Context: an optimization exercise on an open-source flow, tuned for small area, a short achievable clock period and few clock cycles per item. The choices shown serve that exercise and are no tape-out recipe.
Where RTL was checked, it was by simulation tests only, not by an equivalence proof against the original.
Function not checked in runs 1, 2, 5 and 6: the RTL went through the layout flow alone.
Power is estimated from default activity; no workload was simulated.

## design/flow/config.mk

```make
export PLATFORM = sky130hd
export DESIGN_NAME = pkt_match_top
export DESIGN_NICKNAME = pkt_match_top
export VERILOG_FILES = /design/flow/design.v
export SDC_FILE = /design/flow/constraint.sdc
export NUM_CORES = 4
export LEC_CHECK = 0
export ABC_CLOCK_PERIOD_IN_PS = 2000
export CAP_MARGIN = 20
export CORE_MARGIN = 2
export CORE_UTILIZATION = 40
export SETUP_SLACK_MARGIN = 2.5
export SLEW_MARGIN = 20
```

## design/flow/constraint.sdc

```tcl
create_clock -name core_clock -period 4.5 [get_ports {clk_net}]
set_input_delay 0.9000 -clock core_clock [delete_from_list [all_inputs] [get_ports {clk_net}]]
set_output_delay 0.9000 -clock core_clock [all_outputs]
set_load 0.01 [all_outputs]
```

## design/flow/design.v

```verilog
package pkt_match_pkg;
  typedef logic [3-1:0]              len_t;
  typedef logic [4-1:0]         word_off_t;
  typedef logic [$clog2(8)-1:0] byte_off_t;
  typedef logic [4-1:0]              buf_id_t;
  typedef logic [8*8-1:0]       data_t;
  typedef logic [4*8-1:0]       type_val_t;
  typedef struct packed {
    logic  sop;
    logic  eop;
    len_t  length;
    data_t data;
  } pkt_word_t;
  typedef struct packed {
    pkt_word_t word;
    logic      hit;
    buf_id_t   buffer;
  } tagged_word_t;
  typedef struct packed {
    logic      valid;
    word_off_t word_off;
    data_t     value;
    buf_id_t   buffer;
  } sym_entry_t;
  typedef enum logic {
    IDLE      = 1'b0,
    IN_PACKET = 1'b1
  } match_state_t;
endpackage
module word_matcher
(
  input  logic                                        clk_net,
  input  logic                                        rst,
  input  logic                                        accept,
  input  logic                                        in_sop,
  input  logic                                        in_eop,
  input  logic [3-1:0]                        in_length,
  input  logic [8*8-1:0]                 in_data,
  input  logic [4-1:0]                   type_word,
  input  logic [$clog2(8)-1:0]           type_off,
  input  logic [4*8-1:0]                 type_value,
  input  logic [4-1:0]                  sym_valid,
  input  logic [4*4-1:0]   sym_word,
  input  logic [4*8*8-1:0] sym_value,
  input  logic [4*4-1:0]        sym_buffer,
  output logic                                        av,
  output logic                                        amv,
  output logic                                        bv,
  input  logic                                        bmv,
  output logic                                        bload,
  output logic [2+3+8*8+1+4-1:0] tword
);
  localparam int OFF_W = 4;
  localparam int DW    = 8*8;
  localparam int NS    = 4;
  localparam int BW    = 4;
  logic                     sop_r, eop_r;
  logic [3-1:0]     len_r;
  logic [DW-1:0]            data_r;
  logic [OFF_W-1:0]         type_word_r;
  logic [4:0]               toh_r;
  logic [31:0]              type_value_r;
  logic [NS-1:0]            sym_valid_r;
  logic [NS*OFF_W-1:0]      sym_word_r;
  logic [NS*DW-1:0]         sym_value_r;
  logic [NS*BW-1:0]         sym_buffer_r;
  logic                     a_inpkt_r;
  logic [OFF_W-1:0]         a_off_r;
  logic                     pw_r;
  logic                     ten_r;
  logic [NS-1:0]            sen_r;
  logic                     tseen_r, sseen_r;
  logic [BW-1:0]            buf_r;
  assign amv = av & (~pw_r | ~bv | bmv);
  always_ff @(posedge clk_net) begin
    if (rst) begin
      av <= 1'b0;
    end else if (accept) begin
      av <= 1'b1;
    end else if (amv) begin
      av <= 1'b0;
    end
  end
  always_ff @(posedge clk_net) begin
    if (accept) begin
      sop_r  <= in_sop;
      eop_r  <= in_eop;
      len_r  <= in_length;
      data_r <= in_data;
    end
    if (accept && in_sop) begin
      type_word_r  <= type_word;
      for (int i = 0; i < 5; i++) toh_r[i] <= (type_off == 3'(i));
      type_value_r <= type_value;
      sym_valid_r  <= sym_valid;
      sym_word_r   <= sym_word;
      sym_value_r  <= sym_value;
      sym_buffer_r <= sym_buffer;
    end
  end
  logic             a_pw;
  logic [OFF_W-1:0] a_off;
  logic             a_len7;
  logic [OFF_W-1:0] a_tw;
  logic [4:0]       a_toh;
  logic             a_lenok;
  logic [NS-1:0]    a_sen;
  assign a_pw   = in_sop | a_inpkt_r;
  assign a_off  = in_sop ? '0 : ((a_off_r == '1) ? a_off_r : a_off_r + 1'b1);
  assign a_len7 = (in_length == 3'd7);
  always_comb begin
    for (int i = 0; i < 5; i++) a_toh[i] = in_sop ? (type_off == 3'(i)) : toh_r[i];
    a_tw = in_sop ? type_word : type_word_r;
    a_lenok = (a_toh[0] & (in_length[2] | (in_length[1] & in_length[0]))) |
              (a_toh[1] & in_length[2]) |
              (a_toh[2] & in_length[2] & (in_length[1] | in_length[0])) |
              (a_toh[3] & in_length[2] & in_length[1]) |
              (a_toh[4] & (&in_length));
    for (int k = 0; k < NS; k++) begin
      a_sen[k] = a_len7 & (in_sop ? (sym_valid[k] && sym_word[k*OFF_W +: OFF_W] == '0)
                                  : (sym_valid_r[k] && sym_word_r[k*OFF_W +: OFF_W] == a_off));
    end
  end
  always_ff @(posedge clk_net) begin
    if (rst) begin
      a_inpkt_r <= 1'b0;
    end else if (accept && a_pw) begin
      a_inpkt_r <= ~in_eop;
    end
  end
  always_ff @(posedge clk_net) begin
    if (accept) begin
      pw_r  <= a_pw;
      ten_r <= (a_tw == a_off) & a_lenok;
      sen_r <= a_sen;
    end
    if (accept && a_pw) begin
      a_off_r <= a_off;
    end
  end
  logic [31:0]      tsel;
  logic             type_hit;
  logic             sym_hit;
  logic [BW-1:0]    sym_buf;
  always_comb begin
    tsel = '0;
    for (int i = 0; i < 5; i++) begin
      tsel = tsel | ({32{toh_r[i]}} & data_r[8*i +: 32]);
    end
    type_hit = ten_r && (tsel == type_value_r);
  end
  always_comb begin
    sym_hit = 1'b0;
    sym_buf = '0;
    for (int k = 0; k < NS; k++) begin
      if (sen_r[k] && data_r == sym_value_r[k*DW +: DW]) begin
        sym_hit = 1'b1;
        sym_buf = sym_buffer_r[k*BW +: BW];
      end
    end
  end
  logic                     b_sop, b_eop;
  logic [3-1:0]     b_len;
  logic [DW-1:0]            b_data;
  logic                     b_th, b_sh;
  logic [BW-1:0]            b_buf;
  logic                     tacc, sacc, verdict;
  logic [BW-1:0]            bacc;
  assign bload = amv & pw_r;
  always_ff @(posedge clk_net) begin
    if (rst) begin
      bv <= 1'b0;
    end else if (bload) begin
      bv <= 1'b1;
    end else if (bmv) begin
      bv <= 1'b0;
    end
  end
  always_ff @(posedge clk_net) begin
    if (bload) begin
      b_sop  <= sop_r;
      b_eop  <= eop_r;
      b_len  <= len_r;
      b_data <= data_r;
      b_th   <= type_hit;
      b_sh   <= sym_hit;
      b_buf  <= sym_buf;
    end
  end
  assign tacc    = (~b_sop & tseen_r) | b_th;
  assign sacc    = (~b_sop & sseen_r) | b_sh;
  assign bacc    = b_sh ? b_buf : buf_r;
  assign verdict = b_eop & tacc & sacc;
  assign tword = {b_sop, b_eop, b_len, b_data, verdict, verdict ? bacc : {BW{1'b0}}};
  always_ff @(posedge clk_net) begin
    if (bmv) begin
      tseen_r <= tacc;
      sseen_r <= sacc;
      buf_r   <= bacc;
    end
  end
endmodule
module egress_stage
#(
  parameter int W = 2 + 3 + 8*8 + 1 + 4
)
(
  input  logic         clk_net,
  input  logic         rst,
  input  logic         out_rdy,
  output logic         out_vld,
  output logic [W-1:0] out_word,
  output logic         room,
  output logic         sk_vld,
  input  logic         push,
  input  logic [W-1:0] push_word
);
  logic [W-1:0] sk_word;
  logic         out_en;
  assign room   = ~sk_vld | out_rdy;
  assign out_en = ~out_vld | out_rdy;
  always_ff @(posedge clk_net) begin
    if (rst) begin
      out_vld <= 1'b0;
      sk_vld  <= 1'b0;
    end else begin
      if (out_en) begin
        out_vld <= sk_vld | push;
      end
      if (sk_vld) begin
        if (out_rdy) sk_vld <= push;
      end else begin
        sk_vld <= push & out_vld & ~out_rdy;
      end
    end
  end
  always_ff @(posedge clk_net) begin
    if (out_en) begin
      out_word <= sk_vld ? sk_word : push_word;
    end
    if (room) begin
      sk_word <= push_word;
    end
  end
endmodule
module pkt_match_top
(
  input  logic                                        clk_net,
  input  logic                                        rst,
  input  logic                                        in_vld,
  output logic                                        in_rdy,
  input  logic                                        in_sop,
  input  logic                                        in_eop,
  input  logic [3-1:0]                        in_length,
  input  logic [8*8-1:0]                 in_data,
  input  logic [4-1:0]                   type_word,
  input  logic [$clog2(8)-1:0]           type_off,
  input  logic [4*8-1:0]                 type_value,
  input  logic [4-1:0]                  sym_valid,
  input  logic [4*4-1:0]   sym_word,
  input  logic [4*8*8-1:0] sym_value,
  input  logic [4*4-1:0]        sym_buffer,
  input  logic                                        out_rdy,
  output logic                                        out_vld,
  output logic                                        out_sop,
  output logic                                        out_eop,
  output logic [3-1:0]                        out_length,
  output logic [8*8-1:0]                 out_data,
  output logic                                        out_hit,
  output logic [4-1:0]                        out_buffer
);
  localparam int W = 2 + 3 + 8*8 + 1 + 4;
  logic         rdy_r;
  logic         accept;
  logic         av, amv, bv, bmv, bload, room, sk_vld;
  logic [W-1:0] tword, out_word;
  logic         av_next, bv_next, sk_next;
  assign in_rdy = rdy_r;
  assign accept = in_vld & rdy_r;
  assign bmv    = bv & room;
  word_matcher u_matcher (
    .clk_net    (clk_net),
    .rst        (rst),
    .accept     (accept),
    .in_sop     (in_sop),
    .in_eop     (in_eop),
    .in_length  (in_length),
    .in_data    (in_data),
    .type_word  (type_word),
    .type_off   (type_off),
    .type_value (type_value),
    .sym_valid  (sym_valid),
    .sym_word   (sym_word),
    .sym_value  (sym_value),
    .sym_buffer (sym_buffer),
    .av         (av),
    .amv        (amv),
    .bv         (bv),
    .bmv        (bmv),
    .bload      (bload),
    .tword      (tword)
  );
  egress_stage #(.W(W)) u_egress (
    .clk_net   (clk_net),
    .rst       (rst),
    .out_rdy   (out_rdy),
    .out_vld   (out_vld),
    .out_word  (out_word),
    .room      (room),
    .sk_vld    (sk_vld),
    .push      (bmv),
    .push_word (tword)
  );
  assign av_next = accept | (av & ~amv);
  assign bv_next = bload | (bv & ~bmv);
  assign sk_next = sk_vld ? (~out_rdy | bmv) : (bmv & out_vld & ~out_rdy);
  always_ff @(posedge clk_net) begin
    if (rst) begin
      rdy_r <= 1'b1;
    end else begin
      rdy_r <= ~(av_next & bv_next & sk_next);
    end
  end
  assign {out_sop, out_eop, out_length, out_data, out_hit, out_buffer} = out_word;
endmodule
```

## design/flow/run.sh

```bash
#!/bin/bash
# synth_recipe.tcl (not shown) runs the flow's synth.tcl, then flattens the netlist and writes it again
# the make line also repeats each setting of config.mk as NAME=value (left out here)
make -C /OpenROAD-flow-scripts/flow DESIGN_CONFIG=/design/flow/config.mk WORK_HOME=/design/flow/orfs CLKGATE_MAP_FILE= SYNTH_SCRIPT=/design/flow/synth_recipe.tcl finish
```

==> results.py, run 1 <==
metrics = {
    "run_status": {
        "outcome": "timing/DRC/antenna clean",
    },
    "detailed_routing": {
        "dr.pass1.iters": 8,
        "dr.first_iter.drc_count": 1839,
        "vias_per_cell": 5.47,
        "drt_wl_total_mm": 96.1,
        "ant_nets": 0,
        "routedWlPerCell_um": 31.4,
        "routed-via-count": 16700,
        "drc_errors": 0,
    },
    "worst_setup_path": {
        "critical_path.most_common_cell": "nand3_1",
        "crit_path_end_kind": "flop",
        "critical_path_cell_count": 7,
        "reg2regPathDepth": 7,
        "cp_max_fo": 6,
        "cp-start-kind": "flop",
        "crit_chain": "xnor2_1, nand3_1, nor3_1, nand3_1, or3_1, o211a_1, o31ai_2",
        "crit_buf_inv": 0,
        "critical_path_required_ns": 4.95,
        "path_delay_family": "simple AND/OR/NAND/NOR gates",
        "cp_slowest_cell": "edfxtp_1",
        "critPathArrivalTime_ns": 3.27,
        "path_class": "flop to flop",
        "cpPeakStageDelay_ns": 0.63,
    },
    "grt": {
        "grt_max_degree": 75,
        "grt_antenna_before_repair": 8,
        "first_global_vias": 16700,
        "grtUsageTotal": 0.288,
        "grt-ovfl-total": 0,
        "grt_pass1_wl_mm": 130,
    },
    "timing": {
        "setup_ws_ns": 1.69,
        "tns_ns": 0,
        "rsz0062_at_grt": "yes",
        "hold_violations": 0,
        "post-route-period-util": 0.625,
        "setup_viol": 0,
        "relSlewSlack": 0.442,
        "skew_ns": 0.0286,
        "worst_pin_slew_ns": 0.838,
        "fmax_mhz": 355,
        "drv_slew": 0,
        "period_needed_ns": 2.81,
    },
    "synthesis": {
        "yosysTopAreaCell": "edfxtp_1",
        "synth_seq_area_share": 0.755,
        "synth.ff_latch_count": 647,
        "synth.most_common_cell": "edfxtp_1",
        "synth.distinct_cells": 63,
        "synth-main-ff-cell": "edfxtp_1",
        "synth_top_cell_area_share": 0.751,
        "synthCells": 1508,
        "synth_area_leaders": "edfxtp_1 (75%), xnor2_1 (4.2%), xor2_1 (4.0%)",
        "syn_avg_cell_area_um2": 17.0,
        "syn_area_um2": 25600,
        "synth_edf_count": 641,
        "synth_nets": 1913,
        "ys_top_cells_by_count": "edfxtp_1 (641), xnor2_1 (124), xor2_1 (118)",
        "yosys_warnings": 3,
        "async_flop_share": 0,
    },
    "cts": {
        "numCtsBuffers": 67,
        "cts_sinks": 647,
        "clk_pin_slew_ns": 0.06,
        "h-tree-depth": 3,
        "cts_tree": "done",
        "root_buffer": "clkbuf_16",
        "clock_path_buffers": 3,
        "insertion_delay_ns": 0.62,
    },
    "final_layout": {
        "syn2layout_area_growth_pct": 37.7,
        "layout-drive-gt1-share": 0.231,
        "regArea_um2": 19400,
        "fill_cells": 4954,
        "finalNetCount": 2565,
        "multi_input_area_um2": 6200,
    },
    "floorplanning": {
        "row_count": 92,
        "ios": 480,
        "die_width_um": 257,
        "fp.dieArea_um2": 66100,
        "start_util": 0.406,
        "chipHeight_um": 257,
        "coreArea_um2": 63200,
    },
    "run": {
        "cap_violations": 0,
    },
    "placement": {
        "io_buffers": 479,
        "routabilityCongestion": 0.927,
        "hpwlAfterDp_mm": 65.6,
        "pre_cts_ws_ns": 1.16,
    },
    "power": {
        "leakagePower_nw": 12.5,
        "power.density_nw_per_um2": 391,
        "ir_worst_vdd_mv": 0.230,
    },
    "min_path": {
        "min_delay_path_depth": 0,
        "hold_path.class": "flop to flop",
    },
}
-- final cells by class --
class	count	area share
Clock buffer	78	0.0492
Inverter	42	0.00482
Timing Repair Buffer	669	0.181
Tap cell	846	0.0300
Antenna cell	6	0.000425
Multi-Input combinational cell	733	0.176
Clock inverter	39	0.0108
Sequential cell	647	0.549
-- registers in the layout, indices dropped and copies added, names as in the netlist, 3 cells and up --
signal	count
u_egress.out_word	74
u_egress.sk_word	74
u_matcher.a_off_r	4
u_matcher.b_buf	4
u_matcher.b_data	64
u_matcher.b_len	3
u_matcher.buf_r	4
u_matcher.data_r	64
u_matcher.len_r	3
u_matcher.sen_r	4
u_matcher.sym_buffer_r	16
u_matcher.sym_valid_r	4
u_matcher.sym_value_r	256
u_matcher.sym_word_r	16
u_matcher.toh_r	5
u_matcher.type_value_r	32
u_matcher.type_word_r	4
-- metal layers --
layer | track usage | share of wire | up-vias
met5 | 0 | 0.00043 | -
met4 | 0.0921 | 0.032 | 6
met3 | 0.0664 | 0.092 | 167
met2 | 0.460 | 0.47 | 995
met1 | 0.391 | 0.41 | 8446
li1 | - | - | 7114
-- layout by cell type, fill, tap and decap left out, types with 6 or more instances in the layout --
| master | n |
|---|---|
| inv_1 | 39 |
| mux2_2 | 77 |
| a22oi_1 | 35 |
| nand2b_1 | 37 |
| nor4_4 | 6 |
| bufinv_16 | 6 |
| nand2_1 | 45 |
| and2_1 | 6 |
| buf_4 | 139 |
| buf_2 | 71 |
| clkinv_2 | 10 |
| o21ai_0 | 6 |
| nor2_1 | 13 |
| clkdlybuf4s50_1 | 400 |
| nor3_1 | 11 |
| xor2_1 | 117 |
| nand3_1 | 9 |
| a222oi_1 | 34 |
| clkbuf_16 | 67 |
| nor4_1 | 20 |
| buf_12 | 27 |
| diode_2 | 6 |
| nand4_1 | 36 |
| clkinv_1 | 13 |
| o221ai_1 | 6 |
| a21oi_1 | 7 |
| buf_6 | 24 |
| clkbuf_1 | 9 |
| o2111ai_1 | 12 |
| nor2b_1 | 19 |
| xnor2_1 | 119 |
| o22ai_1 | 6 |
| nor4_2 | 11 |
| edfxtp_1 | 641 |
-- power breakdown --
group / total [mW] / switching, mW / internal [mW]
logic: 1.27 / 0.601 / 0.670
registers: 7.08 / 0.189 / 6.89
clock network: 5.46 / 2.33 / 3.12
total: 13.8 / 3.12 / 10.7
-- repair_timing --
item                       CTS  global route
setup endpoints to repair  597           162
pin swaps                   36            29
gates cloned                 8             0
hold buffers                 0             0
resized for setup          372            30
buffers inserted           137            15
-- cell families (layout without fill, tap and decap cells) --
family                     count (synthesis)  count (layout)  share of synthesized area
DFF                                      647             647                      0.755
and+or+nand+nor                          260             265                     0.0589
xor gates and xnor gates                 242             242                     0.0827
AOI/OAI and AO/OA                        145             145                     0.0467
buffers and inverters                    133             828                     0.0209
muxes                                     79              79                     0.0346
adders and majority gates                  2               2                   0.000878
other                                      0               6                          0
-- metrics by stage --
| step | area (µm²) | total power [mW] | utilization | hold WS [ns] | std cells |
|---|---|---|---|---|---|
| finish | 35300 | 13.8 | 0.559 | 0.423 | 3060 |
| global route | 35300 | 14.2 | 0.559 | 0.428 | 3056 |
| CTS | 35000 | 13.9 | 0.554 | 0.421 | 3039 |
| detailed placement | 31600 | 8.28 | 0.500 | 0.407 | 2777 |
| global placement | 31600 | 8.28 | 0.500 | 0.402 | 2777 |
| floorplan | 25900 | 7.54 | - | 0.400 | 1508 |
-- path summary, 6_finish.rpt --
path	from	to	slack, ns
setup / recovery	u_matcher.data_r[60]$_DFFE_PP_	u_matcher.b_buf[2]$_DFFE_PP_	1.69
setup reg to reg	u_matcher.data_r[60]$_DFFE_PP_	u_matcher.b_buf[2]$_DFFE_PP_	1.69
hold / removal	u_matcher.sop_r$_DFFE_PP_	u_matcher.b_sop$_DFFE_PP_	0.42
hold reg to reg	u_matcher.sop_r$_DFFE_PP_	u_matcher.b_sop$_DFFE_PP_	0.42
==> run 2, diff against run 1 <==
--- a/design/flow/design.v
+++ b/design/flow/design.v
@@ -140,8 +140,6 @@
   end
   logic [31:0]      tsel;
   logic             type_hit;
-  logic             sym_hit;
-  logic [BW-1:0]    sym_buf;
   always_comb begin
     tsel = '0;
     for (int i = 0; i < 5; i++) begin
@@ -149,20 +147,19 @@
     end
     type_hit = ten_r && (tsel == type_value_r);
   end
+  logic [NS-1:0]    sym_hits;
   always_comb begin
-    sym_hit = 1'b0;
-    sym_buf = '0;
     for (int k = 0; k < NS; k++) begin
-      if (sen_r[k] && data_r == sym_value_r[k*DW +: DW]) begin
-        sym_hit = 1'b1;
-        sym_buf = sym_buffer_r[k*BW +: BW];
-      end
+      sym_hits[k] = sen_r[k] && data_r == sym_value_r[k*DW +: DW];
     end
   end
   logic                     b_sop, b_eop;
   logic [3-1:0]     b_len;
   logic [DW-1:0]            b_data;
-  logic                     b_th, b_sh;
+  logic                     b_th;
+  logic [NS-1:0]            b_hits;
+  logic [NS*BW-1:0]         b_sbuf;
+  logic                     b_sh;
   logic [BW-1:0]            b_buf;
   logic                     tacc, sacc, verdict;
   logic [BW-1:0]            bacc;
@@ -183,8 +180,18 @@
       b_len  <= len_r;
       b_data <= data_r;
       b_th   <= type_hit;
-      b_sh   <= sym_hit;
-      b_buf  <= sym_buf;
+      b_hits <= sym_hits;
+      b_sbuf <= sym_buffer_r;
+    end
+  end
+  always_comb begin
+    b_sh  = 1'b0;
+    b_buf = '0;
+    for (int k = 0; k < NS; k++) begin
+      if (b_hits[k]) begin
+        b_sh  = 1'b1;
+        b_buf = b_sbuf[k*BW +: BW];
+      end
     end
   end
   assign tacc    = (~b_sop & tseen_r) | b_th;
==> results.py, run 2 <==
metrics = {
    "run_status": {
        "outcome": "timing/DRC/antenna clean",
    },
    "synthesis": {
        "async_flop_share": 0,
        "yosysTopAreaCell": "edfxtp_1",
        "syn_area_um2": 25800,
        "synth.distinct_cells": 52,
        "synth.most_common_cell": "edfxtp_1",
        "synth_seq_area_share": 0.767,
        "synth-main-ff-cell": "edfxtp_1",
        "synth_top_cell_area_share": 0.762,
        "yosys_warnings": 3,
        "synth_nets": 1899,
        "ys_top_cells_by_count": "edfxtp_1 (656), xor2_1 (143), xnor2_1 (94)",
        "syn_avg_cell_area_um2": 17.3,
        "synth_edf_count": 656,
        "synth.ff_latch_count": 662,
        "synth_area_leaders": "edfxtp_1 (76%), xor2_1 (4.8%), xnor2_1 (3.2%)",
        "synthCells": 1494,
    },
    "power": {
        "power.density_nw_per_um2": 397,
        "leakagePower_nw": 12.7,
        "ir_worst_vdd_mv": 0.243,
        "p_total_mw": 14.2,
    },
    "grt": {
        "grt-ovfl-total": 0,
        "grt_antenna_before_repair": 8,
        "first_global_vias": 16500,
        "grt_max_degree": 82,
        "grtUsageTotal": 0.274,
        "grt_pass1_wl_mm": 126,
    },
    "worst_setup_path": {
        "crit_chain": "xor2_1, a21o_1, a2111oi_4, nand4_1, or4_4, nor4_4",
        "critPathArrivalTime_ns": 2.96,
        "cp_slowest_cell": "edfxtp_1",
        "path_delay_family": "simple AND/OR/NAND/NOR gates",
        "path_class": "flop to flop",
        "crit_buf_inv": 0,
        "critical_path_required_ns": 4.87,
        "cp-start-kind": "flop",
        "cp_max_fo": 2,
        "cpPeakStageDelay_ns": 0.57,
        "crit_path_end_kind": "flop",
    },
    "detailed_routing": {
        "dr.pass1.iters": 9,
        "routed-via-count": 16700,
        "dr.first_iter.drc_count": 1799,
        "ant_nets": 0,
        "vias_per_cell": 5.47,
        "drc_errors": 0,
        "drt_wl_total_mm": 93.3,
        "routedWlPerCell_um": 30.5,
    },
    "floorplanning": {
        "row_count": 93,
        "chipHeight_um": 258,
        "ios": 480,
        "die_width_um": 258,
        "fp.dieArea_um2": 66700,
        "start_util": 0.403,
        "coreArea_um2": 64100,
    },
    "cts": {
        "insertion_delay_ns": 0.61,
        "clock_path_buffers": 3,
        "clk_pin_slew_ns": 0.06,
        "root_buffer": "clkbuf_16",
        "cts_sinks": 662,
        "h-tree-depth": 3,
        "cts_tree": "done",
        "holdBufCountCts": 0,
        "numCtsBuffers": 69,
    },
    "timing": {
        "tns_ns": 0,
        "setup_ws_ns": 1.91,
        "relSlewSlack": 0.423,
        "worst_pin_slew_ns": 0.866,
        "drv_slew": 0,
        "fmax_mhz": 386,
        "hold-worst-slack_ns": 0.417,
        "setup_viol": 0,
        "skew_ns": 0.0220,
        "period_needed_ns": 2.59,
        "hold_violations": 0,
        "rsz0062_at_grt": "yes",
        "post-route-period-util": 0.576,
    },
    "final_layout": {
        "layout_common_cells": "edfxtp_1 (656), clkdlybuf4s50_1 (401), xor2_1 (142)",
        "final_core_util": 0.556,
        "final_common_cell": "edfxtp_1",
        "finalNetCount": 2550,
        "design_area_um2": 35700,
        "syn2layout_area_growth_pct": 38.0,
        "layout-drive-gt1-share": 0.233,
        "largest_register": "u_matcher.sym_value_r",
        "final_cell_count_no_fill": 3055,
        "reg_top3": "u_matcher.sym_value_r x256, u_egress.out_word x74, u_egress.sk_word x74",
        "fill_cells": 5038,
        "largest_reg_flops": 256,
    },
    "placement": {
        "pre_cts_ws_ns": 0.809,
        "routabilityCongestion": 0.906,
        "dpl-instance-area_um2": 31700,
        "hpwlAfterDp_mm": 61.8,
        "io_buffers": 479,
        "dp_cells": 2761,
    },
    "run": {
        "cap_violations": 0,
    },
    "min_path": {
        "hold_path.class": "flop to flop",
    },
}
==> run 2: final timing paths <==
| path | slack [ns] | startpoint | end | cells past startpoint |
|---|---|---|---|---|
| worst max-delay path | 1.91 | u_matcher.data_r[7]$_DFFE_PP_ | u_matcher.b_hits[1]$_DFFE_PP_ | 6 |
| worst min-delay path | 0.42 | u_matcher.len_r[1]$_DFFE_PP_ | u_matcher.b_len[1]$_DFFE_PP_ | 0 |
| worst max register to register | 1.91 | u_matcher.data_r[7]$_DFFE_PP_ | u_matcher.b_hits[1]$_DFFE_PP_ | 6 |
| worst min register to register | 0.42 | u_matcher.len_r[1]$_DFFE_PP_ | u_matcher.b_len[1]$_DFFE_PP_ | 0 |
==> run 2: timing repair <==
| action | in CTS | in global routing |
|---|---|---|
| gates resized for setup | 394 | 33 |
| gates cloned | 5 | 2 |
| hold endpoints to repair | 0 | 0 |
| setup buffers | 129 | 32 |
| pin swaps | 37 | 40 |
| setup endpoints to repair | 596 | 280 |
==> run 2: area by class of cell <==
class | instances | area (µm²) | area share
clock inverter | 36 | 370 | 0.0104
multi-input combinational | 688 | 5940 | 0.167
inverter | 56 | 240 | 0.00673
timing repair buffer | 668 | 6340 | 0.178
clock buffer | 84 | 1870 | 0.0524
antenna | 6 | 15.0 | 0.000421
tap | 855 | 1070 | 0.0300
sequential | 662 | 19800 | 0.556
==> run 2: logic make-up (layout without fill, tap and decap cells) <==
family                     after synthesis  count (layout)  share of synthesized area
AOI/OAI and AO/OA                      168             168                     0.0518
xor gates and xnor gates               237             237                     0.0803
adders and majority gates                2               2                   0.000871
buffers and inverters                  146             844                     0.0219
DFF                                    662             662                      0.767
muxes                                   74              74                     0.0327
other                                    0               6                          0
and+or+nand+nor                        205             207                     0.0458
==> run 2: worst register-to-register path: cells and delay by family, from the launching register on <==
family                    cells  cell delay (ns)
and+or+nand+nor               3             1.14
xor gates and xnor gates      1             0.22
AOI/OAI and AO/OA             2             0.42
DFF                           1             0.57
==> run 2: per-layer routing <==
layer  vias up  wire length, µm  GRT usage
met5         -               22          0
met4         4             2840     0.0930
met3       171             8080     0.0525
met2       945            43800      0.435
met1      8459            38600      0.381
li1       7117                -          -
==> run 2: power breakdown <==
| group | switching (mW) | internal [mW] | total, mW |
|---|---|---|---|
| combinational | 0.621 | 0.660 | 1.28 |
| sequential | 0.160 | 7.05 | 7.21 |
| clock | 2.34 | 3.35 | 5.69 |
| total | 3.12 | 11.1 | 14.2 |
==> run 3, diff against run 2 <==
--- a/design/flow/design.v
+++ b/design/flow/design.v
@@ -32,6 +32,7 @@
   input  logic                                        clk_net,
   input  logic                                        rst,
   input  logic                                        accept,
+  input  logic                                        a_load,
   input  logic                                        in_sop,
   input  logic                                        in_eop,
   input  logic [3-1:0]                        in_length,
@@ -47,6 +48,7 @@
   output logic                                        amv,
   output logic                                        bv,
   input  logic                                        bmv,
+  input  logic                                        b_free,
   output logic                                        bload,
   output logic [2+3+8*8+1+4-1:0] tword
 );
@@ -82,7 +84,7 @@
     end
   end
   always_ff @(posedge clk_net) begin
-    if (accept) begin
+    if (a_load) begin
       sop_r  <= in_sop;
       eop_r  <= in_eop;
       len_r  <= in_length;
@@ -129,7 +131,7 @@
     end
   end
   always_ff @(posedge clk_net) begin
-    if (accept) begin
+    if (a_load) begin
       pw_r  <= a_pw;
       ten_r <= (a_tw == a_off) & a_lenok;
       sen_r <= a_sen;
@@ -139,23 +141,32 @@
     end
   end
   logic [31:0]      tsel;
-  logic             type_hit;
+  logic [1:0]       type_eq;
   always_comb begin
     tsel = '0;
     for (int i = 0; i < 5; i++) begin
       tsel = tsel | ({32{toh_r[i]}} & data_r[8*i +: 32]);
     end
-    type_hit = ten_r && (tsel == type_value_r);
+    for (int h = 0; h < 2; h++) begin
+      type_eq[h] = (tsel[16*h +: 16] == type_value_r[16*h +: 16]);
+    end
   end
-  logic [NS-1:0]    sym_hits;
+  localparam int NC = DW / 16;
+  logic [NS*NC-1:0] sym_eq;
   always_comb begin
     for (int k = 0; k < NS; k++) begin
-      sym_hits[k] = sen_r[k] && data_r == sym_value_r[k*DW +: DW];
+      for (int c = 0; c < NC; c++) begin
+        sym_eq[k*NC + c] = (data_r[16*c +: 16] == sym_value_r[k*DW + 16*c +: 16]);
+      end
     end
   end
   logic                     b_sop, b_eop;
   logic [3-1:0]     b_len;
   logic [DW-1:0]            b_data;
+  logic                     b_ten;
+  logic [1:0]               b_teq;
+  logic [NS-1:0]            b_sen;
+  logic [NS*NC-1:0]         b_eq;
   logic                     b_th;
   logic [NS-1:0]            b_hits;
   logic [NS*BW-1:0]         b_sbuf;
@@ -174,17 +185,23 @@
     end
   end
   always_ff @(posedge clk_net) begin
-    if (bload) begin
+    if (b_free) begin
       b_sop  <= sop_r;
       b_eop  <= eop_r;
       b_len  <= len_r;
       b_data <= data_r;
-      b_th   <= type_hit;
-      b_hits <= sym_hits;
+      b_ten  <= ten_r;
+      b_teq  <= type_eq;
+      b_sen  <= sen_r;
+      b_eq   <= sym_eq;
       b_sbuf <= sym_buffer_r;
     end
   end
   always_comb begin
+    b_th = b_ten & (&b_teq);
+    for (int k = 0; k < NS; k++) b_hits[k] = b_sen[k] & (&b_eq[k*NC +: NC]);
+  end
+  always_comb begin
     b_sh  = 1'b0;
     b_buf = '0;
     for (int k = 0; k < NS; k++) begin
@@ -241,10 +258,12 @@
       end
     end
   end
+  logic [W-1:0] out_next;
+  assign out_next = ({W{out_en & sk_vld}} & sk_word) |
+                    ({W{out_en & ~sk_vld}} & push_word) |
+                    ({W{~out_en}} & out_word);
   always_ff @(posedge clk_net) begin
-    if (out_en) begin
-      out_word <= sk_vld ? sk_word : push_word;
-    end
+    out_word <= out_next;
     if (room) begin
       sk_word <= push_word;
     end
@@ -281,14 +300,16 @@
   logic         accept;
   logic         av, amv, bv, bmv, bload, room, sk_vld;
   logic [W-1:0] tword, out_word;
-  logic         av_next, bv_next, sk_next;
-  assign in_rdy = rdy_r;
+  logic         av_next, bv_next, sk_next, ov_next;
+  logic         rdy_port_r;
+  assign in_rdy = rdy_port_r;
   assign accept = in_vld & rdy_r;
   assign bmv    = bv & room;
   word_matcher u_matcher (
     .clk_net    (clk_net),
     .rst        (rst),
     .accept     (accept),
+    .a_load     (rdy_r),
     .in_sop     (in_sop),
     .in_eop     (in_eop),
     .in_length  (in_length),
@@ -304,6 +325,7 @@
     .amv        (amv),
     .bv         (bv),
     .bmv        (bmv),
+    .b_free     (~bv | room),
     .bload      (bload),
     .tword      (tword)
   );
@@ -320,12 +342,15 @@
   );
   assign av_next = accept | (av & ~amv);
   assign bv_next = bload | (bv & ~bmv);
+  assign ov_next = (~out_vld | out_rdy) ? (sk_vld | bmv) : 1'b1;
   assign sk_next = sk_vld ? (~out_rdy | bmv) : (bmv & out_vld & ~out_rdy);
   always_ff @(posedge clk_net) begin
     if (rst) begin
-      rdy_r <= 1'b1;
+      rdy_r      <= 1'b1;
+      rdy_port_r <= 1'b1;
     end else begin
-      rdy_r <= ~(av_next & bv_next & sk_next);
+      rdy_r      <= ~(av_next & bv_next & sk_next);
+      rdy_port_r <= ~(av_next & bv_next & sk_next & ov_next);
     end
   end
   assign {out_sop, out_eop, out_length, out_data, out_hit, out_buffer} = out_word;
==> design/flow/flow/run.sh (new file) <==
#!/bin/bash
cp standard.sh standard_sh.txt
cp synth_recipe.tcl synth_recipe_tcl.txt
export BUFFER_PORTS_ARGS="-buffer_cell sky130_fd_sc_hd__buf_2"
bash standard.sh > standard.log 2>&1
==> design/flow/standard.sh (new file) <==
#!/bin/bash
# synth_recipe.tcl (not shown) runs the flow's synth.tcl, then flattens the netlist and writes it again
# the make line also repeats each setting of config.mk as NAME=value (left out here)
make -C /OpenROAD-flow-scripts/flow DESIGN_CONFIG=/design/flow/config.mk WORK_HOME=/design/flow/orfs CLKGATE_MAP_FILE= SYNTH_SCRIPT=/design/flow/synth_recipe.tcl "${@:-finish}"
==> design/flow/config.mk (replaced) <==
export PLATFORM = sky130hd
export DESIGN_NAME = pkt_match_top
export DESIGN_NICKNAME = pkt_match_top
export VERILOG_FILES = /design/flow/design.v
export SDC_FILE = /design/flow/constraint.sdc
export NUM_CORES = 4
export LEC_CHECK = 0
export CAP_MARGIN = 20
export CORE_MARGIN = 2
export CORE_UTILIZATION = 60
export CTS_CLUSTER_DIAMETER = 100
export CTS_CLUSTER_SIZE = 25
export SETUP_SLACK_MARGIN = 2.5
export SLEW_MARGIN = 20
removed: design/flow/run.sh
==> results.py, run 3 <==
metrics = {
    "run_status": {
        "outcome": "timing/DRC/antenna clean",
    },
    "power": {
        "leakagePower_nw": 11.5,
        "ir_worst_vdd_mv": 0.345,
        "power.density_nw_per_um2": 358,
    },
    "floorplanning": {
        "start_util": 0.608,
        "fp.dieArea_um2": 45400,
        "die_width_um": 213,
        "row_count": 76,
        "coreArea_um2": 43200,
        "chipHeight_um": 213,
        "ios": 480,
    },
    "cts": {
        "root_buffer": "clkbuf_16",
        "cts_tree": "done",
        "h-tree-depth": 1,
        "clk_pin_slew_ns": 0.10,
        "cts_sinks": 681,
        "clock_path_buffers": 3,
        "numCtsBuffers": 31,
        "insertion_delay_ns": 0.63,
    },
    "final_layout": {
        "layout_common_cells": "edfxtp_1 (600), buf_2 (403), xnor2_1 (291)",
        "regArea_um2": 19800,
        "finalNetCount": 2589,
        "syn2layout_area_growth_pct": 22.3,
        "largest_register": "u_matcher.sym_value_r",
        "multi_input_area_um2": 6450,
        "reg_top3": "u_matcher.sym_value_r x256, u_egress.out_word x74, u_egress.sk_word x74",
        "fill_cells": 2689,
        "layout-drive-gt1-share": 0.352,
        "final_common_cell": "edfxtp_1",
        "largest_reg_flops": 256,
        "final_core_util": 0.743,
        "design_area_um2": 32100,
    },
    "detailed_routing": {
        "drc_errors": 0,
        "dr.pass1.iters": 9,
        "vias_per_cell": 5.82,
        "routedWlPerCell_um": 25.6,
        "drt_wl_total_mm": 71.8,
        "dr.first_iter.drc_count": 1904,
        "routed-via-count": 16300,
        "ant_nets": 0,
    },
    "worst_setup_path": {
        "critPathArrivalTime_ns": 2.63,
        "cp-start-kind": "flop",
        "crit_buf_inv": 2,
        "cp_slowest_cell": "edfxtp_1",
        "path_class": "flop to flop",
        "crit_chain": "ha_4, buf_4, and3b_2, nor3_4, buf_12, xor2_1, or4_4, o21ai_2",
        "path_delay_family": "simple AND/OR/NAND/NOR gates",
        "cp_max_fo": 6,
        "cpPeakStageDelay_ns": 0.47,
        "critical_path_required_ns": 4.98,
        "crit_path_end_kind": "flop",
    },
    "timing": {
        "setup_viol": 0,
        "rsz0062_at_grt": "yes",
        "relSlewSlack": 0.389,
        "drv_slew": 0,
        "worst_pin_slew_ns": 0.912,
        "hold_violations": 0,
        "skew_ns": 0.0238,
        "fmax_mhz": 466,
        "post-route-period-util": 0.477,
        "period_needed_ns": 2.15,
    },
    "min_path": {
        "hold_path.class": "flop to flop",
    },
    "grt": {
        "grt_max_degree": 201,
        "grt_antenna_before_repair": 29,
        "first_global_vias": 15500,
        "grtUsageTotal": 0.305,
        "grt_pass1_wl_mm": 98.4,
        "grt-ovfl-total": 0,
    },
    "placement": {
        "dpl-instance-area_um2": 29100,
        "hpwlAfterDp_mm": 48.8,
        "routabilityCongestion": 0.848,
        "io_buffers": 479,
    },
    "synthesis": {
        "yosysTopAreaCell": "edfxtp_1",
        "synthMuxAreaShare": 0.0283,
        "synth_edf_count": 600,
        "synthCells": 1646,
        "synth_seq_area_share": 0.748,
        "synth-main-ff-cell": "edfxtp_1",
        "synth_top_cell_area_share": 0.686,
        "synth_nets": 2051,
        "synth.most_common_cell": "edfxtp_1",
        "synth.distinct_cells": 47,
        "synth_compound_area_frac": 0.0472,
        "synthAdderAreaFrac": 0.000477,
        "yosys_warnings": 3,
        "synthSimpleGateAreaFrac": 0.0558,
        "syn_area_um2": 26200,
        "synth_top_family_by_area": "XOR/XNOR gates",
        "ys_top_cells_by_count": "edfxtp_1 (600), xnor2_1 (295), nand2_1 (114)",
        "synth_area_leaders": "edfxtp_1 (69%), xnor2_1 (9.8%), dfxtp_1 (6.2%)",
        "synth.ff_latch_count": 681,
        "synth_xor_area_frac": 0.103,
        "syn_avg_cell_area_um2": 15.9,
        "async_flop_share": 0,
    },
    "run": {
        "cap_violations": 0,
    },
}
[run 3: power breakdown]
| group | switching, mW | internal [mW] | leakage (nW) |
|---|---|---|---|
| sequential | 0.219 | 7.17 | 6.68 |
| combinational | 0.445 | 0.505 | 4.40 |
| clock | 1.85 | 1.29 | 0.414 |
[run 3: metrics by stage]
| stage | cells | hold WS, ns | setup TNS, ns | total power [mW] | worst slack (ns) |
|---|---|---|---|---|---|
| 4_1_cts | 2750 | 0.422 | 0 | 11.5 | 2.34 |
| 2_1_floorplan | 1646 | 0.400 | -635.29 | 7.87 | -1.90 |
| 6_report | 2804 | 0.428 | 0 | 11.5 | 2.35 |
| 3_3_place_gp | 2609 | 0.400 | 0 | 8.25 | 1.70 |
| 5_1_grt | 2799 | 0.422 | 0 | 11.8 | 2.29 |
| 3_5_place_dp | 2609 | 0.405 | 0 | 8.28 | 1.70 |
[run 3: layout make-up]
cell class | count | area share
Clock buffer | 45 | 0.0258
Antenna cell | 20 | 0.00156
Timing Repair Buffer | 613 | 0.131
Timing Repair inverter | 1 | 0.000234
Tap cell | 585 | 0.0228
Inverter | 6 | 0.000975
Multi-Input combinational cell | 850 | 0.201
Clock inverter | 3 | 0.00105
Sequential cell | 681 | 0.616
[run 3: cells by family after synthesis]
group / Yosys count
xor+xnor: 309
compound gates: 181
mux: 73
fa+ha+maj: 1
buf+inv: 116
flops: 681
simple gates: 285
[run 3: path summary, 6_finish.rpt]
kind | depth (start not counted) | from | slack (ns) | to
worst max-delay path | 8 | u_matcher.a_off_r[1]$_DFFE_PP_ | 2.35 | u_matcher.sen_r[3]$_DFFE_PP_
worst min-delay path | 0 | u_matcher.sym_buffer_r[9]$_DFFE_PP_ | 0.43 | u_matcher.b_sbuf[9]$_DFFE_PP_
worst max register to register | 8 | u_matcher.a_off_r[1]$_DFFE_PP_ | 2.35 | u_matcher.sen_r[3]$_DFFE_PP_
worst min register to register | 0 | u_matcher.sym_buffer_r[9]$_DFFE_PP_ | 0.43 | u_matcher.b_sbuf[9]$_DFFE_PP_
[run 3: routing by layer]
| metal | GRT usage | up-vias | share of wire |
|---|---|---|---|
| met4 | 0.114 | 16 | 0.038 |
| met3 | 0.0590 | 183 | 0.097 |
| met5 | 0 | - | 0.0014 |
| li1 | - | 7234 | - |
| met2 | 0.473 | 961 | 0.46 |
| met1 | 0.436 | 7926 | 0.40 |
[run 3: timing repair]
item | 4_1_cts | 5_1_grt
setup endpoints to repair | 395 | 375
hold buffers | 0 | 0
cloned | 1 | 2
gates resized for setup | 181 | 32
pin swaps | 7 | 5
buffers inserted | 92 | 31
[run 3: worst reg2reg max path: stages (launching register included)]
cell,delay (ns)
edfxtp_1,0.47
ha_4,0.20
buf_4,0.13
and3b_2,0.21
nor3_4,0.23
buf_12,0.16
xor2_1,0.06
or4_4,0.41
o21ai_2,0.14
Testbench counts of run 3, summed over its fixed seeds: cycles 17,426, words 13,509.
==> run 4, diff against run 3 <==
==> design/flow/flow/run.sh (replaced) <==
#!/bin/bash
cp standard.sh standard_sh.txt
cp synth_recipe.tcl synth_recipe_tcl.txt
export BUFFER_PORTS_ARGS="-buffer_cell sky130_fd_sc_hd__buf_1"
bash standard.sh > standard.log 2>&1
==> results.py, run 4 <==
metrics = {
    "synthesis": {
        "synth_edf_count": 600,
        "yosys_warnings": 3,
        "synth.most_common_cell": "edfxtp_1",
        "synth_seq_area_share": 0.748,
        "synth_area_leaders": "edfxtp_1 (69%), xnor2_1 (9.8%), dfxtp_1 (6.2%)",
        "syn_area_um2": 26200,
        "async_flop_share": 0,
        "synth.ff_latch_count": 681,
        "synth_top_cell_area_share": 0.686,
        "synth.distinct_cells": 47,
        "ys_top_cells_by_count": "edfxtp_1 (600), xnor2_1 (295), nand2_1 (114)",
        "synth_nets": 2051,
        "syn_avg_cell_area_um2": 15.9,
        "synth-main-ff-cell": "edfxtp_1",
        "synthCells": 1646,
        "yosysTopAreaCell": "edfxtp_1",
    },
    "timing": {
        "setup_viol": 0,
        "worst_pin_slew_ns": 1.15,
        "skew_ns": 0.0254,
        "hold_violations": 0,
        "post-route-period-util": 0.479,
        "drv_slew": 0,
        "rsz0062_at_grt": "yes",
        "relSlewSlack": 0.234,
        "fmax_mhz": 464,
        "period_needed_ns": 2.16,
    },
    "run_status": {
        "outcome": "timing/DRC/antenna clean",
    },
    "final_layout": {
        "layout-drive-gt1-share": 0.162,
        "fill_cells": 2830,
        "final_common_cell": "edfxtp_1",
        "finalNetCount": 2586,
        "largest_register": "u_matcher.sym_value_r",
        "layout_common_cells": "edfxtp_1 (600), buf_1 (401), xnor2_1 (293)",
        "regArea_um2": 19700,
        "largest_reg_flops": 256,
        "final_cell_count_no_fill": 2796,
        "multi_input_area_um2": 6390,
        "syn2layout_area_growth_pct": 20.1,
        "reg_top3": "u_matcher.sym_value_r x256, u_egress.out_word x74, u_egress.sk_word x74",
    },
    "detailed_routing": {
        "drc_errors": 0,
        "routed-via-count": 16300,
        "drt_wl_total_mm": 71.7,
        "routedWlPerCell_um": 25.6,
        "vias_per_cell": 5.83,
        "dr.pass1.iters": 9,
        "ant_nets": 0,
        "dr.first_iter.drc_count": 2045,
    },
    "power": {
        "ir_worst_vdd_mv": 0.357,
        "power.density_nw_per_um2": 363,
        "p_total_mw": 11.4,
        "leakagePower_nw": 10.4,
    },
    "worst_setup_path": {
        "cp_max_fo": 3,
        "reg2regPathDepth": 7,
        "cp-start-kind": "flop",
        "rrSetupSlack_ns": 2.34,
        "cpPeakStageDelay_ns": 0.49,
        "cp_slowest_cell": "or4_1",
        "critPathArrivalTime_ns": 2.63,
        "crit_chain": "ha_4, and3_4, mux2i_4, buf_12, xnor2_1, or4_1, o21ai_1",
        "r2r_start": "u_matcher.a_off_r[1]$_DFFE_PP_",
        "crit_path_end_kind": "flop",
        "path_class": "flop to flop",
        "critical_path_required_ns": 4.97,
        "reg2reg_to": "u_matcher.sen_r[0]$_DFFE_PP_",
    },
    "floorplanning": {
        "ios": 480,
        "row_count": 76,
        "die_width_um": 213,
        "fp.dieArea_um2": 45400,
        "start_util": 0.608,
        "coreArea_um2": 43200,
        "chipHeight_um": 213,
    },
    "placement": {
        "routabilityCongestion": 0.871,
        "hpwlAfterDp_mm": 49.2,
        "dp_cells": 2611,
        "io_buffers": 479,
    },
    "cts": {
        "numCtsBuffers": 31,
        "holdBufCountCts": 0,
        "cts_sinks": 681,
        "h-tree-depth": 1,
        "cts_tree": "done",
        "clock_path_buffers": 3,
        "insertion_delay_ns": 0.62,
        "root_buffer": "clkbuf_16",
        "clk_pin_slew_ns": 0.10,
    },
    "grt": {
        "grtUsageTotal": 0.308,
        "first_global_vias": 15700,
        "grt-ovfl-total": 0,
        "grt_antenna_before_repair": 20,
        "grt_pass1_wl_mm": 98.9,
        "grt_max_degree": 109,
    },
    "run": {
        "cap_violations": 0,
    },
    "min_path": {
        "worst_hold_path.endpoint": "u_matcher.b_sbuf[0]$_DFFE_PP_",
        "hp-start": "u_matcher.sym_buffer_r[0]$_DFFE_PP_",
        "hold_path.class": "flop to flop",
        "min_delay_path_depth": 0,
    },
}
==> run 4: where the power goes <==
| part | switching, mW | internal, mW |
|---|---|---|
| logic | 0.457 | 0.465 |
| clock network | 1.84 | 1.29 |
| registers | 0.205 | 7.17 |
==> run 4: cell type report <==
cell class / count / area share
diodes: 16 / 0.00127
clock buffers: 45 / 0.0263
clock inverters: 2 / 0.000913
inverters: 6 / 0.000993
multi-input cells: 852 / 0.203
flip-flops and latches: 681 / 0.627
well taps: 585 / 0.0232
repair buffers: 609 / 0.118
==> run 4: how the worst max path moves through the flow <==
stage / start / endpoint / cells past startpoint
global route: u_matcher.a_off_r[1]$_DFFE_PP_ / u_matcher.sen_r[0]$_DFFE_PP_ / 7
floorplan: in_sop / u_matcher.sym_buffer_r[0]$_DFFE_PP_ / 3
CTS: u_matcher.a_off_r[1]$_DFFE_PP_ / u_matcher.sen_r[2]$_DFFE_PP_ / 6
finish: u_matcher.a_off_r[1]$_DFFE_PP_ / u_matcher.sen_r[0]$_DFFE_PP_ / 7
global placement: in_sop / u_matcher.sym_value_r[151]$_DFFE_PP_ / 5
detailed placement: in_sop / u_matcher.sym_value_r[151]$_DFFE_PP_ / 5
==> run 4: what timing repair did <==
item                                    4_1_cts  5_1_grt
gates cloned                                  1        2
pin swaps                                     4       13
setup buffers                               103       16
endpoints found under the setup margin      548      234
resized for setup                           260       13
==> run 4: layer usage <==
metal,routed length (µm),track usage,part of all wire
met3,6670,0.0562,0.093
met1,28900,0.436,0.40
met2,33300,0.484,0.47
met5,90,0,0.0013
met4,2670,0.110,0.037
==> run 4: worst max-delay path: cells and delay by family (launching register included) <==
kind	cells	cell delay [ns]
AOI/OAI and AO/OA	1	0.14
xor gates and xnor gates	1	0.05
adders and majority gates	1	0.17
buffers and inverters	1	0.15
DFF	1	0.43
muxes	1	0.31
and+or+nand+nor	2	0.74
==> run 4: cell families after synthesis <==
kind of cell / synth area share
AOI/OAI and AO/OA: 0.0472
xor gates and xnor gates: 0.103
adders and majority gates: 0.000477
DFF: 0.748
and+or+nand+nor: 0.0558
muxes: 0.0283
buffers and inverters: 0.0168
==> run 4: through the flow <==
stage                     setup WS (ns)  TNS, ns  hold WS [ns]  instance area, µm²  utilization
after floorplan                   -1.90  -635.29         0.400               26300            -
after global placement             1.51        0         0.401               28600        0.662
after detailed placement           1.48        0         0.405               28600        0.662
after CTS                          2.39        0         0.405               31200        0.724
after global routing               2.24        0         0.415               31500        0.730
final                              2.34        0         0.424               31500        0.730
==> run 5, diff against run 4 <==
--- a/design/flow/design.v
+++ b/design/flow/design.v
@@ -67,7 +67,7 @@
   logic [NS*DW-1:0]         sym_value_r;
   logic [NS*BW-1:0]         sym_buffer_r;
   logic                     a_inpkt_r;
-  logic [OFF_W-1:0]         a_off_r;
+  logic [OFF_W-1:0]         a_noff_r;
   logic                     pw_r;
   logic                     ten_r;
   logic [NS-1:0]            sen_r;
@@ -108,7 +108,7 @@
   logic             a_lenok;
   logic [NS-1:0]    a_sen;
   assign a_pw   = in_sop | a_inpkt_r;
-  assign a_off  = in_sop ? '0 : ((a_off_r == '1) ? a_off_r : a_off_r + 1'b1);
+  assign a_off  = in_sop ? '0 : a_noff_r;
   assign a_len7 = (in_length == 3'd7);
   always_comb begin
     for (int i = 0; i < 5; i++) a_toh[i] = in_sop ? (type_off == 3'(i)) : toh_r[i];
@@ -137,7 +137,7 @@
       sen_r <= a_sen;
     end
     if (accept && a_pw) begin
-      a_off_r <= a_off;
+      a_noff_r <= (a_off == '1) ? a_off : a_off + 1'b1;
     end
   end
   logic [31:0]      tsel;
==> results.py, run 5 <==
metrics = {
    "run_status": {
        "outcome": "timing/DRC/antenna clean",
    },
    "synthesis": {
        "synth_edf_count": 600,
        "ys_top_cells_by_count": "edfxtp_1 (600), xnor2_1 (293), nand2_1 (111)",
        "synthCells": 1662,
        "synth_seq_area_share": 0.744,
        "synth.distinct_cells": 49,
        "synth.most_common_cell": "edfxtp_1",
        "yosys_warnings": 3,
        "syn_area_um2": 26400,
        "syn_avg_cell_area_um2": 15.9,
        "yosysTopAreaCell": "edfxtp_1",
        "synth-main-ff-cell": "edfxtp_1",
        "synth_nets": 2067,
        "async_flop_share": 0,
        "synth_top_cell_area_share": 0.683,
        "synth_area_leaders": "edfxtp_1 (68%), xnor2_1 (9.7%), dfxtp_1 (6.1%)",
        "synth.ff_latch_count": 681,
    },
    "cts": {
        "cts_sinks": 681,
        "cts_tree": "done",
        "root_buffer": "clkbuf_16",
        "clock_path_buffers": 3,
        "numCtsBuffers": 31,
        "holdBufCountCts": 0,
        "clk_pin_slew_ns": 0.10,
        "insertion_delay_ns": 0.63,
        "h-tree-depth": 1,
    },
    "detailed_routing": {
        "dr.pass1.iters": 10,
        "ant_nets": 0,
        "drt_wl_total_mm": 70.4,
        "routed-via-count": 16000,
        "dr.first_iter.drc_count": 1849,
        "drc_errors": 0,
        "routedWlPerCell_um": 25.3,
        "vias_per_cell": 5.76,
    },
    "worst_setup_path": {
        "cp-start-kind": "flop",
        "cp_slowest_cell": "edfxtp_1",
        "cpPeakStageDelay_ns": 0.67,
        "path_class": "flop to flop",
        "path_delay_family": "flip-flops",
        "cp_max_fo": 7,
        "crit_buf_inv": 0,
        "critical_path_cell_count": 5,
        "critPathArrivalTime_ns": 2.50,
        "crit_path_end_kind": "flop",
        "reg2regPathDepth": 5,
        "critical_path_required_ns": 4.92,
        "crit_chain": "a222oi_1, nand2_1, xnor2_1, nand4_1, nor4_2",
    },
    "timing": {
        "rsz0062_at_grt": "yes",
        "skew_ns": 0.0391,
        "setup_ws_ns": 2.41,
        "hold-worst-slack_ns": 0.411,
        "setup_viol": 0,
        "drv_slew": 0,
        "hold_violations": 0,
        "relSlewSlack": 0.498,
        "worst_pin_slew_ns": 0.747,
        "fmax_mhz": 480,
        "period_needed_ns": 2.09,
        "post-route-period-util": 0.463,
        "tns_ns": 0,
    },
    "floorplanning": {
        "fp.dieArea_um2": 45700,
        "start_util": 0.610,
        "die_width_um": 214,
        "row_count": 76,
        "coreArea_um2": 43300,
        "ios": 480,
        "chipHeight_um": 214,
    },
    "grt": {
        "grt-ovfl-total": 0,
        "first_global_vias": 15600,
        "grt_pass1_wl_mm": 98.4,
        "grt_max_degree": 89,
        "grtUsageTotal": 0.305,
        "grt_antenna_before_repair": 21,
    },
    "power": {
        "ir_worst_vdd_mv": 0.416,
        "clkPwrFrac": 0.276,
        "power.density_nw_per_um2": 365,
        "switching_power_mw": 2.49,
        "netSwitchingFraction": 0.219,
        "seq_power_share": 0.649,
        "leakagePower_nw": 10.2,
        "p_comb_frac": 0.075,
        "p_int_mw": 8.90,
    },
    "final_layout": {
        "final_cell_count_no_fill": 2782,
        "largest_reg_flops": 256,
        "final_core_util": 0.722,
        "layout-drive-gt1-share": 0.147,
        "reg_top3": "u_matcher.sym_value_r x256, u_egress.out_word x74, u_egress.sk_word x74",
        "finalNetCount": 2575,
        "largest_register": "u_matcher.sym_value_r",
        "layout_common_cells": "edfxtp_1 (600), buf_1 (403), xnor2_1 (293)",
        "final_common_cell": "edfxtp_1",
        "syn2layout_area_growth_pct": 18.4,
    },
    "run": {
        "cap_violations": 0,
    },
    "placement": {
        "routabilityCongestion": 0.861,
        "hpwlAfterDp_mm": 48.5,
        "dp_cells": 2623,
        "pre_cts_ws_ns": 1.79,
        "io_buffers": 479,
    },
    "min_path": {
        "min_delay_path_depth": 0,
        "hold_path.class": "flop to flop",
    },
}
==> run 5: path summary, 6_finish.rpt <==
path | slack, ns | startpoint | endpoint
worst max-delay path | 2.41 | u_matcher.data_r[13]$_DFFE_PP_ | u_matcher.b_teq[0]$_DFFE_PP_
worst min-delay path | 0.41 | u_matcher.sym_buffer_r[3]$_DFFE_PP_ | u_matcher.b_sbuf[3]$_DFFE_PP_
worst max register to register | 2.41 | u_matcher.data_r[13]$_DFFE_PP_ | u_matcher.b_teq[0]$_DFFE_PP_
worst min register to register | 0.41 | u_matcher.sym_buffer_r[3]$_DFFE_PP_ | u_matcher.b_sbuf[3]$_DFFE_PP_
==> run 5: what timing repair did <==
action,in CTS,in global routing
setup buffers,70,27
gates cloned,2,0
pin swaps,1,3
resized for setup,239,21
setup endpoints to repair,530,169
==> run 5: power by group through the flow <==
stage	logic, mW	clock network, mW	registers [mW]
after floorplan	0.435	0	7.43
after global placement	0.616	0	7.57
after detailed placement	0.632	0	7.58
after CTS	0.802	3.19	7.40
after global routing	0.920	3.39	7.42
final	0.849	3.14	7.40
==> run 5: stage by stage <==
stage / instance area, µm² / total power [mW]
2_1_floorplan: 26500 / 7.87
3_3_place_gp: 28600 / 8.19
5_1_grt: 31200 / 11.7
4_1_cts: 30800 / 11.4
6_report: 31200 / 11.4
3_5_place_dp: 28600 / 8.22
==> run 5: kinds of logic (layout without fill, tap and decap cells) <==
kind of cell / after synthesis / in the layout / share of synthesized area
xor+xnor: 305 / 305 / 0.101
flops: 681 / 681 / 0.744
other cells: 0 / 13 / 0
simple gates: 291 / 291 / 0.0574
compound gates: 191 / 191 / 0.0504
fa+ha+maj: 1 / 1 / 0.000474
buf+inv: 124 / 646 / 0.0202
mux: 69 / 69 / 0.0262
==> run 5: metal layers <==
metal / wire length, µm / part of all wire / vias to the layer above / global-route usage
met3: 6610 / 0.094 / 173 / 0.0731
met1: 28000 / 0.40 / 7785 / 0.419
li1: - / - / 7226 / -
met5: 124 / 0.0018 / - / 0
met2: 33200 / 0.47 / 818 / 0.481
met4: 2540 / 0.036 / 18 / 0.108
==> run 5: area by class of cell <==
cell class                 count  area (µm²)
antenna                       13        32.5
clock inverter                 2        28.8
clock buffer                  45         828
fill                        2874       12000
multi-input combinational    857        6310
tap                          585         732
timing repair buffer         590        3520
sequential                   681       19700
inverter                       8        36.3
timing repair inverter         1        5.00
==> run 6, diff against run 5 <==
--- a/design/flow/design.v
+++ b/design/flow/design.v
@@ -151,12 +151,12 @@
       type_eq[h] = (tsel[16*h +: 16] == type_value_r[16*h +: 16]);
     end
   end
-  localparam int NC = DW / 16;
+  localparam int NC = DW / 32;
   logic [NS*NC-1:0] sym_eq;
   always_comb begin
     for (int k = 0; k < NS; k++) begin
       for (int c = 0; c < NC; c++) begin
-        sym_eq[k*NC + c] = (data_r[16*c +: 16] == sym_value_r[k*DW + 16*c +: 16]);
+        sym_eq[k*NC + c] = (data_r[32*c +: 32] == sym_value_r[k*DW + 32*c +: 32]);
       end
     end
   end
==> results.py, run 6 <==
metrics = {
    "cts": {
        "clk_pin_slew_ns": 0.11,
        "numCtsBuffers": 30,
        "cts_tree": "done",
        "clock_path_buffers": 3,
        "h-tree-depth": 1,
        "root_buffer": "clkbuf_16",
        "cts_sinks": 673,
        "holdBufCountCts": 0,
        "insertion_delay_ns": 0.63,
    },
    "synthesis": {
        "synth_compound_area_frac": 0.0480,
        "synthMuxAreaShare": 0.0292,
        "synth_top_cell_area_share": 0.681,
        "synthAdderAreaFrac": 0.000862,
        "yosys_warnings": 3,
        "syn_area_um2": 26100,
        "synth.distinct_cells": 49,
        "syn_avg_cell_area_um2": 15.7,
        "synthSimpleGateAreaFrac": 0.0582,
        "synth_xor_area_frac": 0.103,
        "synthCells": 1659,
        "yosysTopAreaCell": "edfxtp_1",
        "synth_top_family_by_area": "XOR/XNOR gates",
        "synth_nets": 2064,
        "synth.ff_latch_count": 673,
        "synth_seq_area_share": 0.743,
        "synth_edf_count": 592,
        "ys_top_cells_by_count": "edfxtp_1 (592), xor2_1 (266), nand2_1 (113)",
        "synth_area_leaders": "edfxtp_1 (68%), xor2_1 (8.9%), dfxtp_1 (6.2%)",
        "async_flop_share": 0,
        "synth.most_common_cell": "edfxtp_1",
        "synth-main-ff-cell": "edfxtp_1",
    },
    "floorplanning": {
        "chipHeight_um": 213,
        "die_width_um": 213,
        "fp.dieArea_um2": 45200,
        "coreArea_um2": 43000,
        "start_util": 0.608,
        "ios": 480,
        "row_count": 76,
    },
    "detailed_routing": {
        "routed-via-count": 16300,
        "dr.pass1.iters": 9,
        "drt_wl_total_mm": 73.1,
        "ant_nets": 0,
        "dr.first_iter.drc_count": 2163,
        "drc_errors": 0,
        "vias_per_cell": 5.77,
        "routedWlPerCell_um": 25.8,
    },
    "grt": {
        "grt_max_degree": 113,
        "grt_antenna_before_repair": 13,
        "grt-ovfl-total": 0,
        "grt_pass1_wl_mm": 99.9,
        "first_global_vias": 15500,
        "grtUsageTotal": 0.313,
    },
    "final_layout": {
        "reg_top3": "u_matcher.sym_value_r x256, u_egress.out_word x74, u_egress.sk_word x74",
        "final_common_cell": "edfxtp_1",
        "layout_common_cells": "edfxtp_1 (592), buf_1 (402), xor2_1 (266)",
        "layout-drive-gt1-share": 0.166,
        "largest_register": "u_matcher.sym_value_r",
        "largest_reg_flops": 256,
        "finalNetCount": 2616,
        "final_cell_count_no_fill": 2828,
        "final_core_util": 0.729,
        "syn2layout_area_growth_pct": 20.0,
    },
    "timing": {
        "hold_violations": 0,
        "worst_pin_slew_ns": 0.941,
        "skew_ns": 0.0306,
        "setup_viol": 0,
        "drv_slew": 0,
        "relSlewSlack": 0.370,
        "tns_ns": 0,
        "period_needed_ns": 2.07,
        "post-route-period-util": 0.460,
        "fmax_mhz": 483,
        "rsz0062_at_grt": "yes",
    },
    "worst_setup_path": {
        "cp-start-kind": "flop",
        "crit_path_end_kind": "flop",
        "critical_path_required_ns": 4.88,
        "path_class": "flop to flop",
        "crit_buf_inv": 1,
        "cpPeakStageDelay_ns": 0.60,
        "cp_slowest_cell": "or4_4",
        "critPathArrivalTime_ns": 2.44,
        "crit_chain": "and3_4, or4_4, o211ai_1, inv_1, and2_1",
        "cp_max_fo": 9,
        "path_delay_family": "simple AND/OR/NAND/NOR gates",
    },
    "placement": {
        "dp_cells": 2618,
        "hpwlAfterDp_mm": 48.3,
        "routabilityCongestion": 0.855,
        "io_buffers": 479,
    },
    "power": {
        "power.density_nw_per_um2": 361,
        "p_total_mw": 11.3,
        "ir_worst_vdd_mv": 0.419,
        "leakagePower_nw": 10.9,
    },
    "run_status": {
        "outcome": "timing/DRC/antenna clean",
    },
    "run": {
        "cap_violations": 0,
    },
    "min_path": {
        "hold_path.class": "input port to flop",
    },
}
==> run 6: worst paths after layout <==
check	from	end	slack (ns)	cells past startpoint
setup / recovery	u_matcher.b_eq[6]$_DFFE_PP_	u_egress.sk_word[1]$_DFFE_PP_	2.43	5
hold / removal	sym_value[152]	u_matcher.sym_value_r[152]$_DFFE_PP_	0.42	1
setup reg to reg	u_matcher.b_eq[6]$_DFFE_PP_	u_egress.sk_word[1]$_DFFE_PP_	2.43	5
hold reg to reg	u_matcher.sym_buffer_r[6]$_DFFE_PP_	u_matcher.b_sbuf[6]$_DFFE_PP_	0.43	0
==> run 6: stage by stage <==
stage                     setup WS [ns]  hold slack, ns  area, µm²
after floorplan                   0.630           0.400      26200
after global placement             1.37           0.401      28400
after detailed placement           1.35           0.405      28400
after CTS                          2.44           0.402      30900
after global routing               2.35           0.409      31300
final                              2.43           0.424      31300
==> run 6: cell type report <==
| type | count | area [µm²] |
|---|---|---|
| multi-input combinational | 864 | 6350 |
| sequential | 673 | 19500 |
| timing repair inverter | 3 | 20.0 |
| tap | 585 | 732 |
| antenna | 9 | 22.5 |
| inverter | 6 | 26.3 |
| fill | 2860 | 11600 |
| clock buffer | 55 | 876 |
| timing repair buffer | 633 | 3800 |
==> run 6: power breakdown <==
group / leakage (nW) / switching (mW) / total [mW] / internal, mW
Combinational: 3.92 / 0.474 / 0.886 / 0.412
Sequential: 6.58 / 0.184 / 7.27 / 7.09
Clock: 0.416 / 1.85 / 3.17 / 1.32
Total: 10.9 / 2.51 / 11.3 / 8.82
==> run 6: timing repair <==
action,CTS,global route
resized for setup,200,60
gates cloned,4,2
setup endpoints to repair,611,337
setup buffers,119,21
pin swaps,2,8
endpoints found under the hold margin,0,0
==> run 6: logic make-up after synthesis <==
family	Yosys count
AND/OR/NAND/NOR	293
multiplexers	74
flip-flops	673
XOR/XNOR	306
adder cells (fa/ha/maj)	2
buffers and inverters	124
AO/OA/AOI/OAI	187
==> run 6: worst register-to-register path, delay by kind of cell, from the launching register on <==
kind	cells	cell delay, ns
buffers and inverters	1	0.12
AO/OA/AOI/OAI	1	0.25
AND/OR/NAND/NOR	3	1.02
flip-flops	1	0.46
==> run 6: per-layer routing <==
metal | track usage | share of wire | routed length (µm) | vias to the layer above
li1 | - | - | - | 7277
met4 | 0.0924 | 0.026 | 1920 | 10
met3 | 0.0637 | 0.096 | 7020 | 110
met1 | 0.446 | 0.40 | 29200 | 8073
met5 | 0 | 0.00092 | 67 | -
met2 | 0.495 | 0.48 | 34800 | 844

-- what the ideal ports hide --
How much do the figures lean on ideal ports? The routed layouts below were timed once more, with nothing changed but the port constraints. Step 1 (the two cells are an assumption about what drives the block):
set clk [get_ports {clk_net}]
set_driving_cell -lib_cell sky130_fd_sc_hd__clkbuf_16 $clk
set_driving_cell -lib_cell sky130_fd_sc_hd__buf_2 [delete_from_list [all_inputs] $clk]
Step 2, shift: input delay + t, output delay - t, t = (earliest + latest rising clock arrival at the registers) / 2. This alone moves slack from input paths to output paths. Three values: no drivers, after step 1, after step 2; two values: the first two.
run | t, ns | slack for setup (ns) | cell pins on the clock port's net
run 1 | 0.666 | 1.686 / 1.686 / 1.686 | 1
run 2 | 0.665 | 1.909 / 1.909 / 1.636 | 1
run 3 | 0.674 | 2.353 / 2.353 / 1.860 | 1
run 4 | 0.667 | 2.344 / 2.344 / 1.948 | 1
run 5 | 0.675 | 2.415 / 2.415 / 2.015 | 1
run 6 | 0.677 | 2.432 / 2.428 / 1.805 | 1
After both steps setup and hold are still met in every run listed. For run 6, which loses most, drivers alone change the setup slack by -0.004 ns; drivers and shift together by -0.627 ns.
